Background: an optimization exercise with open tools, aiming at small area, a short achievable clock period and few clock cycles per item. Do not read the settings as production practice.
At most, simulation tests tie the RTL to the original design; equivalence was not proved.

==> build 22: inputs <==
// fp_mul_arbiter
module fp_mul_arbiter #(
    parameter int W = fp_alu_pkg::FP_W
) (
    input  logic         clk,
    input  logic         rst,
    input  logic         req0_valid,
    input  logic [W-1:0] req0_a,
    input  logic [W-1:0] req0_b,
    output logic         req0_ready,
    input  logic         req1_valid,
    input  logic [W-1:0] req1_a,
    input  logic [W-1:0] req1_b,
    output logic         req1_ready,
    output logic         rsp_valid,
    output logic [W-1:0] rsp_data,
    output logic         rsp_id,
    input  logic         rsp_ready
);
==> module fp_mul_arbiter, before the edit <==
module fp_mul_arbiter #(
    parameter int W = fp_alu_pkg::FP_W
) (
    input  logic         clk,
    input  logic         rst,
    input  logic         req0_valid,
    input  logic [W-1:0] req0_a,
    input  logic [W-1:0] req0_b,
    output logic         req0_ready,
    input  logic         req1_valid,
    input  logic [W-1:0] req1_a,
    input  logic [W-1:0] req1_b,
    output logic         req1_ready,
    output logic         rsp_valid,
    output logic [W-1:0] rsp_data,
    output logic         rsp_id,
    input  logic         rsp_ready
);
    logic        last_q;                  
    logic        grant;                   
    logic        stall;
    logic        accept;
    logic [31:0] in_a, in_b;
    logic        s1_v_q, s1_id_q, s1_sign_q, s1_nan_q;
    logic [9:0]  s1_exp_q;
    logic [22:0] s1_fa_q;
    logic [11:0] s1_bone_q, s1_btwo_q;    
    logic [10:0] s1_bneg_q;
    logic [11:0] enc_one, enc_two;
    logic [10:0] enc_neg;
    logic        pre_sign, pre_nan;
    logic [9:0]  pre_exp;
    logic        s2_v_q, s2_id_q, s2_sign_q, s2_nan_q;
    logic [9:0]  s2_exp_q;
    logic [24:0] s2_ph_q;
    logic        s2_g_q, s2_st_q;
    always_comb begin
        if (req0_valid && req1_valid) grant = ~last_q;
        else if (req1_valid)          grant = 1'b1;
        else if (req0_valid)          grant = 1'b0;
        else                          grant = ~last_q;
    end
    assign stall      = s2_v_q & ~rsp_ready;
    assign req0_ready = ~rst & ~stall & ~grant;
    assign req1_ready = ~rst & ~stall &  grant;
    assign accept     = grant ? req1_valid : req0_valid;
    assign in_a       = grant ? req1_a : req0_a;
    assign in_b       = grant ? req1_b : req0_b;
    FP_Mul_pre u_pre (
        .a_i    (in_a),
        .b_i    (in_b),
        .sign_o (pre_sign),
        .nan_o  (pre_nan),
        .exp_o  (pre_exp)
    );
    logic [24:0] mul_ph;
    logic        mul_g, mul_st;
    FP_booth_enc u_enc (
        .fb   (in_b[22:0]),
        .bone (enc_one),
        .btwo (enc_two),
        .bneg (enc_neg)
    );
    FP_Mul_tree u_tree (
        .fa    (s1_fa_q),
        .bone  (s1_bone_q),
        .btwo  (s1_btwo_q),
        .bneg  (s1_bneg_q),
        .ph    (mul_ph),
        .g     (mul_g),
        .st    (mul_st)
    );
    FP_Mul_post u_post (
        .sign_i (s2_sign_q),
        .nan_i  (s2_nan_q),
        .exp_i  (s2_exp_q),
        .ph_i   (s2_ph_q),
        .g_i    (s2_g_q),
        .st_i   (s2_st_q),
        .p_o    (rsp_data)
    );
    always_ff @(posedge clk) begin
        if (rst) begin
            last_q <= 1'b1;
            s1_v_q <= 1'b0;
            s2_v_q <= 1'b0;
        end else if (!stall) begin
            if (accept) last_q <= grant;
            s1_v_q <= accept;
            s2_v_q <= s1_v_q;
        end
    end
    always_ff @(posedge clk) begin
        if (!stall) begin
            s1_id_q   <= grant;
            s1_sign_q <= pre_sign;
            s1_nan_q  <= pre_nan;
            s1_exp_q  <= pre_exp;
            s1_fa_q   <= in_a[22:0];
            s1_bone_q <= enc_one;
            s1_btwo_q <= enc_two;
            s1_bneg_q <= enc_neg;
            s2_id_q   <= s1_id_q;
            s2_sign_q <= s1_sign_q;
            s2_nan_q  <= s1_nan_q;
            s2_exp_q  <= s1_exp_q;
            s2_ph_q   <= mul_ph;
            s2_g_q    <= mul_g;
            s2_st_q   <= mul_st;
        end
    end
    assign rsp_valid = s2_v_q;
    assign rsp_id    = s2_id_q;
endmodule
clock: 11.0 ns
lec_check: 0
cap_margin: 20
core_margin: 2
core_utilization: 40
cts_buf_list: sky130_fd_sc_hd__clkbuf_8
setup_slack_margin: 5
slew_margin: 20
synth_hierarchical: 1
synth_minimum_keep_size: 0
standard.sh (not shown) runs the stock make flow with config.mk's settings and CLKGATE_MAP_FILE= SYNTH_SCRIPT=/design/flow/synth_recipe.tcl, a recipe that flattens the netlist after the stock synthesis.
==> flow/flow/run.sh <==
#!/bin/bash
# The standard ORFS layout (the standard.sh, standard synthesis unchanged),
# with buf_2 cells as the port buffers instead of the resizer's default pick.
set -euo pipefail
bash standard.sh "BUFFER_PORTS_ARGS=-buffer_cell sky130_fd_sc_hd__buf_2" finish > orfs_make.log 2>&1
==> trial 26 (differences from build 22) <==
--- a/flow/design.v
+++ b/flow/design.v
@@ -2142,46 +2142,39 @@
     input  logic [W-1:0] req1_a,
     input  logic [W-1:0] req1_b,
     output logic         req1_ready,
     output logic         rsp_valid,
     output logic [W-1:0] rsp_data,
     output logic         rsp_id,
     input  logic         rsp_ready
 );
-    logic        last_q;                  
-    logic        grant;                   
+    logic        turn_q;                  
     logic        stall;
     logic        accept;
     logic [31:0] in_a, in_b;
     logic        s1_v_q, s1_id_q, s1_sign_q, s1_nan_q;
     logic [9:0]  s1_exp_q;
     logic [22:0] s1_fa_q;
     logic [11:0] s1_bone_q, s1_btwo_q;    
     logic [10:0] s1_bneg_q;
     logic [11:0] enc_one, enc_two;
     logic [10:0] enc_neg;
     logic        pre_sign, pre_nan;
     logic [9:0]  pre_exp;
     logic        s2_v_q, s2_id_q, s2_sign_q, s2_nan_q;
     logic [9:0]  s2_exp_q;
     logic [24:0] s2_ph_q;
     logic        s2_g_q, s2_st_q;
-    always_comb begin
-        if (req0_valid && req1_valid) grant = ~last_q;
-        else if (req1_valid)          grant = 1'b1;
-        else if (req0_valid)          grant = 1'b0;
-        else                          grant = ~last_q;
-    end
     assign stall      = s2_v_q & ~rsp_ready;
-    assign req0_ready = ~rst & ~stall & ~grant;
-    assign req1_ready = ~rst & ~stall &  grant;
-    assign accept     = grant ? req1_valid : req0_valid;
-    assign in_a       = grant ? req1_a : req0_a;
-    assign in_b       = grant ? req1_b : req0_b;
+    assign req0_ready = ~rst & ~stall & ~turn_q;
+    assign req1_ready = ~rst & ~stall &  turn_q;
+    assign accept     = turn_q ? req1_valid : req0_valid;
+    assign in_a       = turn_q ? req1_a : req0_a;
+    assign in_b       = turn_q ? req1_b : req0_b;
     FP_Mul_pre u_pre (
         .a_i    (in_a),
         .b_i    (in_b),
         .sign_o (pre_sign),
         .nan_o  (pre_nan),
         .exp_o  (pre_exp)
     );
     logic [24:0] mul_ph;
@@ -2207,28 +2200,28 @@
         .exp_i  (s2_exp_q),
         .ph_i   (s2_ph_q),
         .g_i    (s2_g_q),
         .st_i   (s2_st_q),
         .p_o    (rsp_data)
     );
     always_ff @(posedge clk) begin
         if (rst) begin
-            last_q <= 1'b1;
+            turn_q <= 1'b0;
             s1_v_q <= 1'b0;
             s2_v_q <= 1'b0;
         end else if (!stall) begin
-            if (accept) last_q <= grant;
+            if (turn_q ? req0_valid : req1_valid) turn_q <= ~turn_q;
             s1_v_q <= accept;
             s2_v_q <= s1_v_q;
         end
     end
     always_ff @(posedge clk) begin
         if (!stall) begin
-            s1_id_q   <= grant;
+            s1_id_q   <= turn_q;
             s1_sign_q <= pre_sign;
             s1_nan_q  <= pre_nan;
             s1_exp_q  <= pre_exp;
             s1_fa_q   <= in_a[22:0];
             s1_bone_q <= enc_one;
             s1_btwo_q <= enc_two;
             s1_bneg_q <= enc_neg;
             s2_id_q   <= s1_id_q;
==> trial 53 (differences from build 22) <==
--- a/flow/design.v
+++ b/flow/design.v
@@ -1461,18 +1461,17 @@
     FP_fa u_fs320 (.a(pp116), .b(pp140), .c(pp164), .s(fs320), .co(fc321));
     FP_ha u_hs322 (.a(pp188), .b(pp20), .s(hs322), .co(hc323));
     FP_fa u_fs324 (.a(bneg[10]), .b(pp117), .c(pp141), .s(fs324), .co(fc325));
     FP_fa u_fs326 (.a(pp165), .b(pp189), .c(pp21), .s(fs326), .co(fc327));
     FP_ha u_hs328 (.a(pp213), .b(pp237), .s(hs328), .co(hc329));
     FP_fa u_fs330 (.a(pp118), .b(pp142), .c(pp166), .s(fs330), .co(fc331));
     FP_fa u_fs332 (.a(pp190), .b(pp214), .c(pp22), .s(fs332), .co(fc333));
     FP_ha u_hs334 (.a(pp238), .b(pp262), .s(hs334), .co(hc335));
-    assign fs336 = ~(pp119 ^ pp143);
-    assign fc337 = pp119 | pp143;
+    FP_fa u_fs336 (.a(1'b1), .b(pp119), .c(pp143), .s(fs336), .co(fc337));
     FP_fa u_fs338 (.a(pp167), .b(pp191), .c(pp215), .s(fs338), .co(fc339));
     FP_fa u_fs340 (.a(pp23), .b(pp239), .c(pp263), .s(fs340), .co(fc341));
     FP_ha u_hs342 (.a(pp287), .b(pp47), .s(hs342), .co(hc343));
     FP_fa u_fs344 (.a(pp120), .b(pp144), .c(pp168), .s(fs344), .co(fc345));
     FP_fa u_fs346 (.a(pp192), .b(pp216), .c(pp24), .s(fs346), .co(fc347));
     FP_fa u_fs348 (.a(pp240), .b(pp264), .c(pp288), .s(fs348), .co(fc349));
     FP_ha u_hs350 (.a(pp48), .b(pp72), .s(hs350), .co(hc351));
     FP_fa u_fs352 (.a(fa[0]), .b(pp121), .c(pp145), .s(fs352), .co(fc353));
@@ -1486,36 +1485,32 @@
     FP_fa u_fs368 (.a(bneg[0]), .b(fa[2]), .c(pp123), .s(fs368), .co(fc369));
     FP_fa u_fs370 (.a(pp147), .b(pp171), .c(pp195), .s(fs370), .co(fc371));
     FP_fa u_fs372 (.a(pp219), .b(pp243), .c(pp267), .s(fs372), .co(fc373));
     FP_fa u_fs374 (.a(pp291), .b(pp51), .c(pp75), .s(fs374), .co(fc375));
     FP_fa u_fs376 (.a(fa[3]), .b(ns26), .c(ns52), .s(fs376), .co(fc377));
     FP_fa u_fs378 (.a(pp100), .b(pp124), .c(pp148), .s(fs378), .co(fc379));
     FP_fa u_fs380 (.a(pp172), .b(pp196), .c(pp220), .s(fs380), .co(fc381));
     FP_fa u_fs382 (.a(pp244), .b(pp268), .c(pp292), .s(fs382), .co(fc383));
-    assign fs384 = ~(fa[4] ^ pp101);
-    assign fc385 = fa[4] | pp101;
+    FP_fa u_fs384 (.a(1'b1), .b(fa[4]), .c(pp101), .s(fs384), .co(fc385));
     FP_fa u_fs386 (.a(pp125), .b(pp149), .c(pp173), .s(fs386), .co(fc387));
     FP_fa u_fs388 (.a(pp197), .b(pp221), .c(pp245), .s(fs388), .co(fc389));
     FP_ha u_hs390 (.a(pp269), .b(pp293), .s(hs390), .co(hc391));
     FP_fa u_fs392 (.a(fa[5]), .b(ns78), .c(pp102), .s(fs392), .co(fc393));
     FP_fa u_fs394 (.a(pp126), .b(pp150), .c(pp174), .s(fs394), .co(fc395));
     FP_fa u_fs396 (.a(pp198), .b(pp222), .c(pp246), .s(fs396), .co(fc397));
-    assign fs398 = ~(fa[6] ^ pp103);
-    assign fc399 = fa[6] | pp103;
+    FP_fa u_fs398 (.a(1'b1), .b(fa[6]), .c(pp103), .s(fs398), .co(fc399));
     FP_fa u_fs400 (.a(pp127), .b(pp151), .c(pp175), .s(fs400), .co(fc401));
     FP_ha u_hs402 (.a(pp199), .b(pp223), .s(hs402), .co(hc403));
     FP_fa u_fs404 (.a(fa[7]), .b(ns104), .c(pp128), .s(fs404), .co(fc405));
     FP_fa u_fs406 (.a(pp152), .b(pp176), .c(pp200), .s(fs406), .co(fc407));
-    assign fs408 = ~(fa[8] ^ pp129);
-    assign fc409 = fa[8] | pp129;
+    FP_fa u_fs408 (.a(1'b1), .b(fa[8]), .c(pp129), .s(fs408), .co(fc409));
     FP_ha u_hs410 (.a(pp153), .b(pp177), .s(hs410), .co(hc411));
     FP_fa u_fs412 (.a(fa[9]), .b(ns130), .c(pp154), .s(fs412), .co(fc413));
-    assign hs414 = ~fa[10];
-    assign hc415 = fa[10];
+    FP_ha u_hs414 (.a(1'b1), .b(fa[10]), .s(hs414), .co(hc415));
     FP_ha u_hs416 (.a(bneg[5]), .b(pp107), .s(hs416), .co(hc417));
     FP_ha u_hs418 (.a(pp108), .b(pp12), .s(hs418), .co(hc419));
     FP_fa u_fs420 (.a(bneg[6]), .b(pp109), .c(pp13), .s(fs420), .co(fc421));
     FP_ha u_hs422 (.a(pp133), .b(pp157), .s(hs422), .co(hc423));
     FP_fa u_fs424 (.a(pp110), .b(pp134), .c(pp14), .s(fs424), .co(fc425));
     FP_ha u_hs426 (.a(pp158), .b(pp38), .s(hs426), .co(hc427));
     FP_fa u_fs428 (.a(bneg[7]), .b(pp111), .c(pp135), .s(fs428), .co(fc429));
     FP_fa u_fs430 (.a(pp15), .b(pp159), .c(pp183), .s(fs430), .co(fc431));
@@ -1578,28 +1573,25 @@
     FP_fa u_fs544 (.a(pp250), .b(pp274), .c(pp298), .s(fs544), .co(fc545));
     FP_fa u_fs546 (.a(hc411), .b(fc409), .c(fs412), .s(fs546), .co(fc547));
     FP_fa u_fs548 (.a(hs414), .b(pp155), .c(pp179), .s(fs548), .co(fc549));
     FP_fa u_fs550 (.a(pp203), .b(pp227), .c(pp251), .s(fs550), .co(fc551));
     FP_fa u_fs552 (.a(pp275), .b(pp299), .c(fc413), .s(fs552), .co(fc553));
     FP_fa u_fs554 (.a(fa[11]), .b(ns156), .c(hc415), .s(fs554), .co(fc555));
     FP_fa u_fs556 (.a(pp180), .b(pp204), .c(pp228), .s(fs556), .co(fc557));
     FP_fa u_fs558 (.a(pp252), .b(pp276), .c(pp300), .s(fs558), .co(fc559));
-    assign fs560 = ~(fa[12] ^ pp181);
-    assign fc561 = fa[12] | pp181;
+    FP_fa u_fs560 (.a(1'b1), .b(fa[12]), .c(pp181), .s(fs560), .co(fc561));
     FP_fa u_fs562 (.a(pp205), .b(pp229), .c(pp253), .s(fs562), .co(fc563));
     FP_ha u_hs564 (.a(pp277), .b(pp301), .s(hs564), .co(hc565));
     FP_fa u_fs566 (.a(fa[13]), .b(ns182), .c(pp206), .s(fs566), .co(fc567));
     FP_fa u_fs568 (.a(pp230), .b(pp254), .c(pp278), .s(fs568), .co(fc569));
-    assign fs570 = ~(fa[14] ^ pp207);
-    assign fc571 = fa[14] | pp207;
+    FP_fa u_fs570 (.a(1'b1), .b(fa[14]), .c(pp207), .s(fs570), .co(fc571));
     FP_ha u_hs572 (.a(pp231), .b(pp255), .s(hs572), .co(hc573));
     FP_fa u_fs574 (.a(fa[15]), .b(ns208), .c(pp232), .s(fs574), .co(fc575));
-    assign hs576 = ~fa[16];
-    assign hc577 = fa[16];
+    FP_ha u_hs576 (.a(1'b1), .b(fa[16]), .s(hs576), .co(hc577));
     FP_ha u_hs578 (.a(bneg[3]), .b(pp31), .s(hs578), .co(hc579));
     FP_ha u_hs580 (.a(pp32), .b(pp56), .s(hs580), .co(hc581));
     FP_fa u_fs582 (.a(bneg[4]), .b(pp105), .c(pp33), .s(fs582), .co(fc583));
     FP_ha u_hs584 (.a(pp57), .b(pp81), .s(hs584), .co(hc585));
     FP_fa u_fs586 (.a(pp10), .b(pp106), .c(pp34), .s(fs586), .co(fc587));
     FP_ha u_hs588 (.a(pp58), .b(pp82), .s(hs588), .co(hc589));
     FP_fa u_fs590 (.a(pp11), .b(pp131), .c(pp35), .s(fs590), .co(fc591));
     FP_fa u_fs592 (.a(pp59), .b(pp83), .c(hs416), .s(fs592), .co(fc593));
@@ -1660,22 +1652,20 @@
     FP_fa u_fs702 (.a(pp279), .b(pp303), .c(hs572), .s(fs702), .co(fc703));
     FP_fa u_fs704 (.a(fc567), .b(fc569), .c(fs570), .s(fs704), .co(fc705));
     FP_fa u_fs706 (.a(pp256), .b(pp280), .c(pp304), .s(fs706), .co(fc707));
     FP_fa u_fs708 (.a(hc573), .b(fc571), .c(fs574), .s(fs708), .co(fc709));
     FP_fa u_fs710 (.a(hs576), .b(pp233), .c(pp257), .s(fs710), .co(fc711));
     FP_fa u_fs712 (.a(pp281), .b(pp305), .c(fc575), .s(fs712), .co(fc713));
     FP_fa u_fs714 (.a(fa[17]), .b(ns234), .c(hc577), .s(fs714), .co(fc715));
     FP_fa u_fs716 (.a(pp258), .b(pp282), .c(pp306), .s(fs716), .co(fc717));
-    assign fs718 = ~(fa[18] ^ pp259);
-    assign fc719 = fa[18] | pp259;
+    FP_fa u_fs718 (.a(1'b1), .b(fa[18]), .c(pp259), .s(fs718), .co(fc719));
     FP_ha u_hs720 (.a(pp283), .b(pp307), .s(hs720), .co(hc721));
     FP_fa u_fs722 (.a(fa[19]), .b(ns260), .c(pp284), .s(fs722), .co(fc723));
-    assign hs724 = ~fa[20];
-    assign hc725 = fa[20];
+    FP_ha u_hs724 (.a(1'b1), .b(fa[20]), .s(hs724), .co(hc725));
     FP_ha u_hs726 (.a(bneg[2]), .b(pp29), .s(hs726), .co(hc727));
     FP_ha u_hs728 (.a(pp30), .b(pp54), .s(hs728), .co(hc729));
     FP_fa u_fs730 (.a(pp55), .b(pp7), .c(pp79), .s(fs730), .co(fc731));
     FP_fa u_fs732 (.a(pp8), .b(pp80), .c(hc579), .s(fs732), .co(fc733));
     FP_fa u_fs734 (.a(pp9), .b(hc581), .c(hs584), .s(fs734), .co(fc735));
     FP_fa u_fs736 (.a(hc585), .b(hs588), .c(fc583), .s(fs736), .co(fc737));
     FP_fa u_fs738 (.a(hc589), .b(fc587), .c(fs590), .s(fs738), .co(fc739));
     FP_fa u_fs740 (.a(fc591), .b(fs594), .c(fc593), .s(fs740), .co(fc741));
@@ -1708,18 +1698,17 @@
     FP_fa u_fs794 (.a(fs702), .b(fc699), .c(fc701), .s(fs794), .co(fc795));
     FP_fa u_fs796 (.a(fs706), .b(fc703), .c(fc705), .s(fs796), .co(fc797));
     FP_fa u_fs798 (.a(fc707), .b(fs710), .c(fc709), .s(fs798), .co(fc799));
     FP_fa u_fs800 (.a(fc711), .b(fs714), .c(fs716), .s(fs800), .co(fc801));
     FP_fa u_fs802 (.a(hs720), .b(fc715), .c(fc717), .s(fs802), .co(fc803));
     FP_fa u_fs804 (.a(pp308), .b(hc721), .c(fc719), .s(fs804), .co(fc805));
     FP_fa u_fs806 (.a(hs724), .b(pp285), .c(pp309), .s(fs806), .co(fc807));
     FP_fa u_fs808 (.a(fa[21]), .b(ns286), .c(hc725), .s(fs808), .co(fc809));
-    assign hs810 = ~fa[22];
-    assign hc811 = fa[22];
+    FP_ha u_hs810 (.a(1'b1), .b(fa[22]), .s(hs810), .co(hc811));
     FP_ha u_hs812 (.a(bneg[1]), .b(pp27), .s(hs812), .co(hc813));
     FP_ha u_hs814 (.a(pp28), .b(pp4), .s(hs814), .co(hc815));
     FP_fa u_fs816 (.a(pp5), .b(pp53), .c(hs726), .s(fs816), .co(fc817));
     FP_fa u_fs818 (.a(pp6), .b(hc727), .c(hs728), .s(fs818), .co(fc819));
     FP_fa u_fs820 (.a(hc729), .b(hs578), .c(fs730), .s(fs820), .co(fc821));
     FP_fa u_fs822 (.a(hs580), .b(fc731), .c(fs732), .s(fs822), .co(fc823));
     FP_fa u_fs824 (.a(fs582), .b(fc733), .c(fs734), .s(fs824), .co(fc825));
     FP_fa u_fs826 (.a(fs586), .b(fc735), .c(fs736), .s(fs826), .co(fc827));
@@ -1755,18 +1744,17 @@
     FP_fa u_fs886 (.a(fs708), .b(fc795), .c(fs796), .s(fs886), .co(fc887));
     FP_fa u_fs888 (.a(fs712), .b(fc797), .c(fs798), .s(fs888), .co(fc889));
     FP_fa u_fs890 (.a(fc713), .b(fs800), .c(fc799), .s(fs890), .co(fc891));
     FP_fa u_fs892 (.a(fs718), .b(fc801), .c(fs802), .s(fs892), .co(fc893));
     FP_fa u_fs894 (.a(fs722), .b(fc803), .c(fs804), .s(fs894), .co(fc895));
     FP_fa u_fs896 (.a(fc723), .b(fs806), .c(fc805), .s(fs896), .co(fc897));
     FP_fa u_fs898 (.a(pp310), .b(fc807), .c(fs808), .s(fs898), .co(fc899));
     FP_fa u_fs900 (.a(hs810), .b(pp311), .c(fc809), .s(fs900), .co(fc901));
-    assign hs902 = ~hc811;
-    assign hc903 = hc811;
+    FP_ha u_hs902 (.a(1'b1), .b(hc811), .s(hs902), .co(hc903));
     assign row_s[0] = bneg[0];
     assign row_c[0] = pp1;
     assign row_s[1] = pp2;
     assign row_c[1] = 1'b0;
     assign row_s[2] = hs812;
     assign row_c[2] = pp3;
     assign row_s[3] = hc813;
     assign row_c[3] = hs814;
@@ -2142,46 +2130,39 @@
     input  logic [W-1:0] req1_a,
     input  logic [W-1:0] req1_b,
     output logic         req1_ready,
     output logic         rsp_valid,
     output logic [W-1:0] rsp_data,
     output logic         rsp_id,
     input  logic         rsp_ready
 );
-    logic        last_q;                  
-    logic        grant;                   
+    logic        turn_q;                  
     logic        stall;
     logic        accept;
     logic [31:0] in_a, in_b;
     logic        s1_v_q, s1_id_q, s1_sign_q, s1_nan_q;
     logic [9:0]  s1_exp_q;
     logic [22:0] s1_fa_q;
     logic [11:0] s1_bone_q, s1_btwo_q;    
     logic [10:0] s1_bneg_q;
     logic [11:0] enc_one, enc_two;
     logic [10:0] enc_neg;
     logic        pre_sign, pre_nan;
     logic [9:0]  pre_exp;
     logic        s2_v_q, s2_id_q, s2_sign_q, s2_nan_q;
     logic [9:0]  s2_exp_q;
     logic [24:0] s2_ph_q;
     logic        s2_g_q, s2_st_q;
-    always_comb begin
-        if (req0_valid && req1_valid) grant = ~last_q;
-        else if (req1_valid)          grant = 1'b1;
-        else if (req0_valid)          grant = 1'b0;
-        else                          grant = ~last_q;
-    end
     assign stall      = s2_v_q & ~rsp_ready;
-    assign req0_ready = ~rst & ~stall & ~grant;
-    assign req1_ready = ~rst & ~stall &  grant;
-    assign accept     = grant ? req1_valid : req0_valid;
-    assign in_a       = grant ? req1_a : req0_a;
-    assign in_b       = grant ? req1_b : req0_b;
+    assign req0_ready = ~rst & ~stall & ~turn_q;
+    assign req1_ready = ~rst & ~stall &  turn_q;
+    assign accept     = turn_q ? req1_valid : req0_valid;
+    assign in_a       = turn_q ? req1_a : req0_a;
+    assign in_b       = turn_q ? req1_b : req0_b;
     FP_Mul_pre u_pre (
         .a_i    (in_a),
         .b_i    (in_b),
         .sign_o (pre_sign),
         .nan_o  (pre_nan),
         .exp_o  (pre_exp)
     );
     logic [24:0] mul_ph;
@@ -2207,28 +2188,28 @@
         .exp_i  (s2_exp_q),
         .ph_i   (s2_ph_q),
         .g_i    (s2_g_q),
         .st_i   (s2_st_q),
         .p_o    (rsp_data)
     );
     always_ff @(posedge clk) begin
         if (rst) begin
-            last_q <= 1'b1;
+            turn_q <= 1'b0;
             s1_v_q <= 1'b0;
             s2_v_q <= 1'b0;
         end else if (!stall) begin
-            if (accept) last_q <= grant;
+            if (turn_q ? req0_valid : req1_valid) turn_q <= ~turn_q;
             s1_v_q <= accept;
             s2_v_q <= s1_v_q;
         end
     end
     always_ff @(posedge clk) begin
         if (!stall) begin
-            s1_id_q   <= grant;
+            s1_id_q   <= turn_q;
             s1_sign_q <= pre_sign;
             s1_nan_q  <= pre_nan;
             s1_exp_q  <= pre_exp;
             s1_fa_q   <= in_a[22:0];
             s1_bone_q <= enc_one;
             s1_btwo_q <= enc_two;
             s1_bneg_q <= enc_neg;
             s2_id_q   <= s1_id_q;
==> flow/flow/run.sh (replaced) <==
#!/bin/bash
# The standard ORFS layout (the standard.sh, standard synthesis unchanged),
# with buf_1 cells as the port buffers instead of the resizer's default pick.
set -euo pipefail
bash standard.sh "BUFFER_PORTS_ARGS=-buffer_cell sky130_fd_sc_hd__buf_1" finish > orfs_make.log 2>&1
==> metrics.md <==
| Metric | Value |
|---|---|
| Final setup margin | around 5.2 ns |
| Clock transition at path regs | 0.08 ns |
| Inverters | 59 |
| FF-to-FF path depth | 15 |
| Uppermost layer routed | met5 |
| Vias | about 16000 |
| Actual slew at the worst max-slew pin | between 1 and 1.5 ns |
| Status | complete, no violations |
| GR Util met1 | approximately 31% |
| GPL Wtd Cong | 0.893 |
| CP Max Fanout | 14 |
| Layout fillers | a little under 5000 |
The numbers above come from trial 26.

==> metrics.md <==
| Metric | Value |
|---|---|
| Layout fillers | 4687 |
| Clock transition at path regs | approximately 0.070 ns |
| Uppermost layer routed | met4 |
| Antenna violations before repair | 1 |
| Longest Clk Path Bufs | 2 |
| Warnings from Yosys | 9 |
| GPL Wtd Cong | 0.893 |
| Sequential cell area | 3390 µm² |
| Vias | around 16000 |
| Die span in y | between 200 and 250 µm |
| FF-to-FF path depth | 15 |
| Status | complete, no violations |
| Inverters | 61 |
| GR Util met1 | a little under a third |
| CP bufs+invs | 0 |
| CP max-delay cell | edfxtp_1 |
| Tap cells | 672 |
| Final setup margin | just over 5 ns |
The numbers above come from build 22.

==> metrics.md <==
| Metric | Value |
|---|---|
| Status | complete, no violations |
| CP Max Fanout | 13 |
| Inverters | 35 |
| Clock transition at path regs | around 0.080 ns |
| Vias | about 16000 |
| Layout fillers | between 4000 and 5000 |
| Final setup margin | 5.21 ns |
| GPL Wtd Cong | 0.870 |
| GR Util met1 | 31.3% |
| Actual slew at the worst max-slew pin | around 0.9 ns |
| FF-to-FF path depth | 16 |
The numbers above come from trial 53.

Testbench counts of trial 53, summed over its fixed seeds: cycles 6,416, items 6,400.
No functional check of the RTL was part of build 22 and trial 26.

==> re-timing with driven ports <==
Ports are ideal in the flow. The routed layouts listed here were re-timed in OpenROAD.
Step 1 assumes that a clkbuf_16 drives the clock port and a buf_2 every other input.
Step 2 also shifts input and output timing later by t, the mid clock arrival at the registers, as if the neighbouring blocks saw the same clock.
a / b / c = ideal ports / drivers / drivers and shift; a / b = the first two.
run | t, ns | setup slack, ns | worst setup path at the end | slew at the worst register clock pin (ns)
build 22 | 0.487 | 5.177 / 5.172 / 5.172 | input to output | 0.08 / 0.08
trial 26 | 0.482 | 5.151 / 5.151 / 5.151 | register to register | 0.08 / 0.08
trial 53 | 0.502 | 5.214 / 5.206 / 5.214 | register to register | 0.09 / 0.09
After both steps setup and hold are still met in every run listed. The setup slack of build 22, which loses most, moves by -0.005 ns with the drivers and by -0.005 ns with both steps.
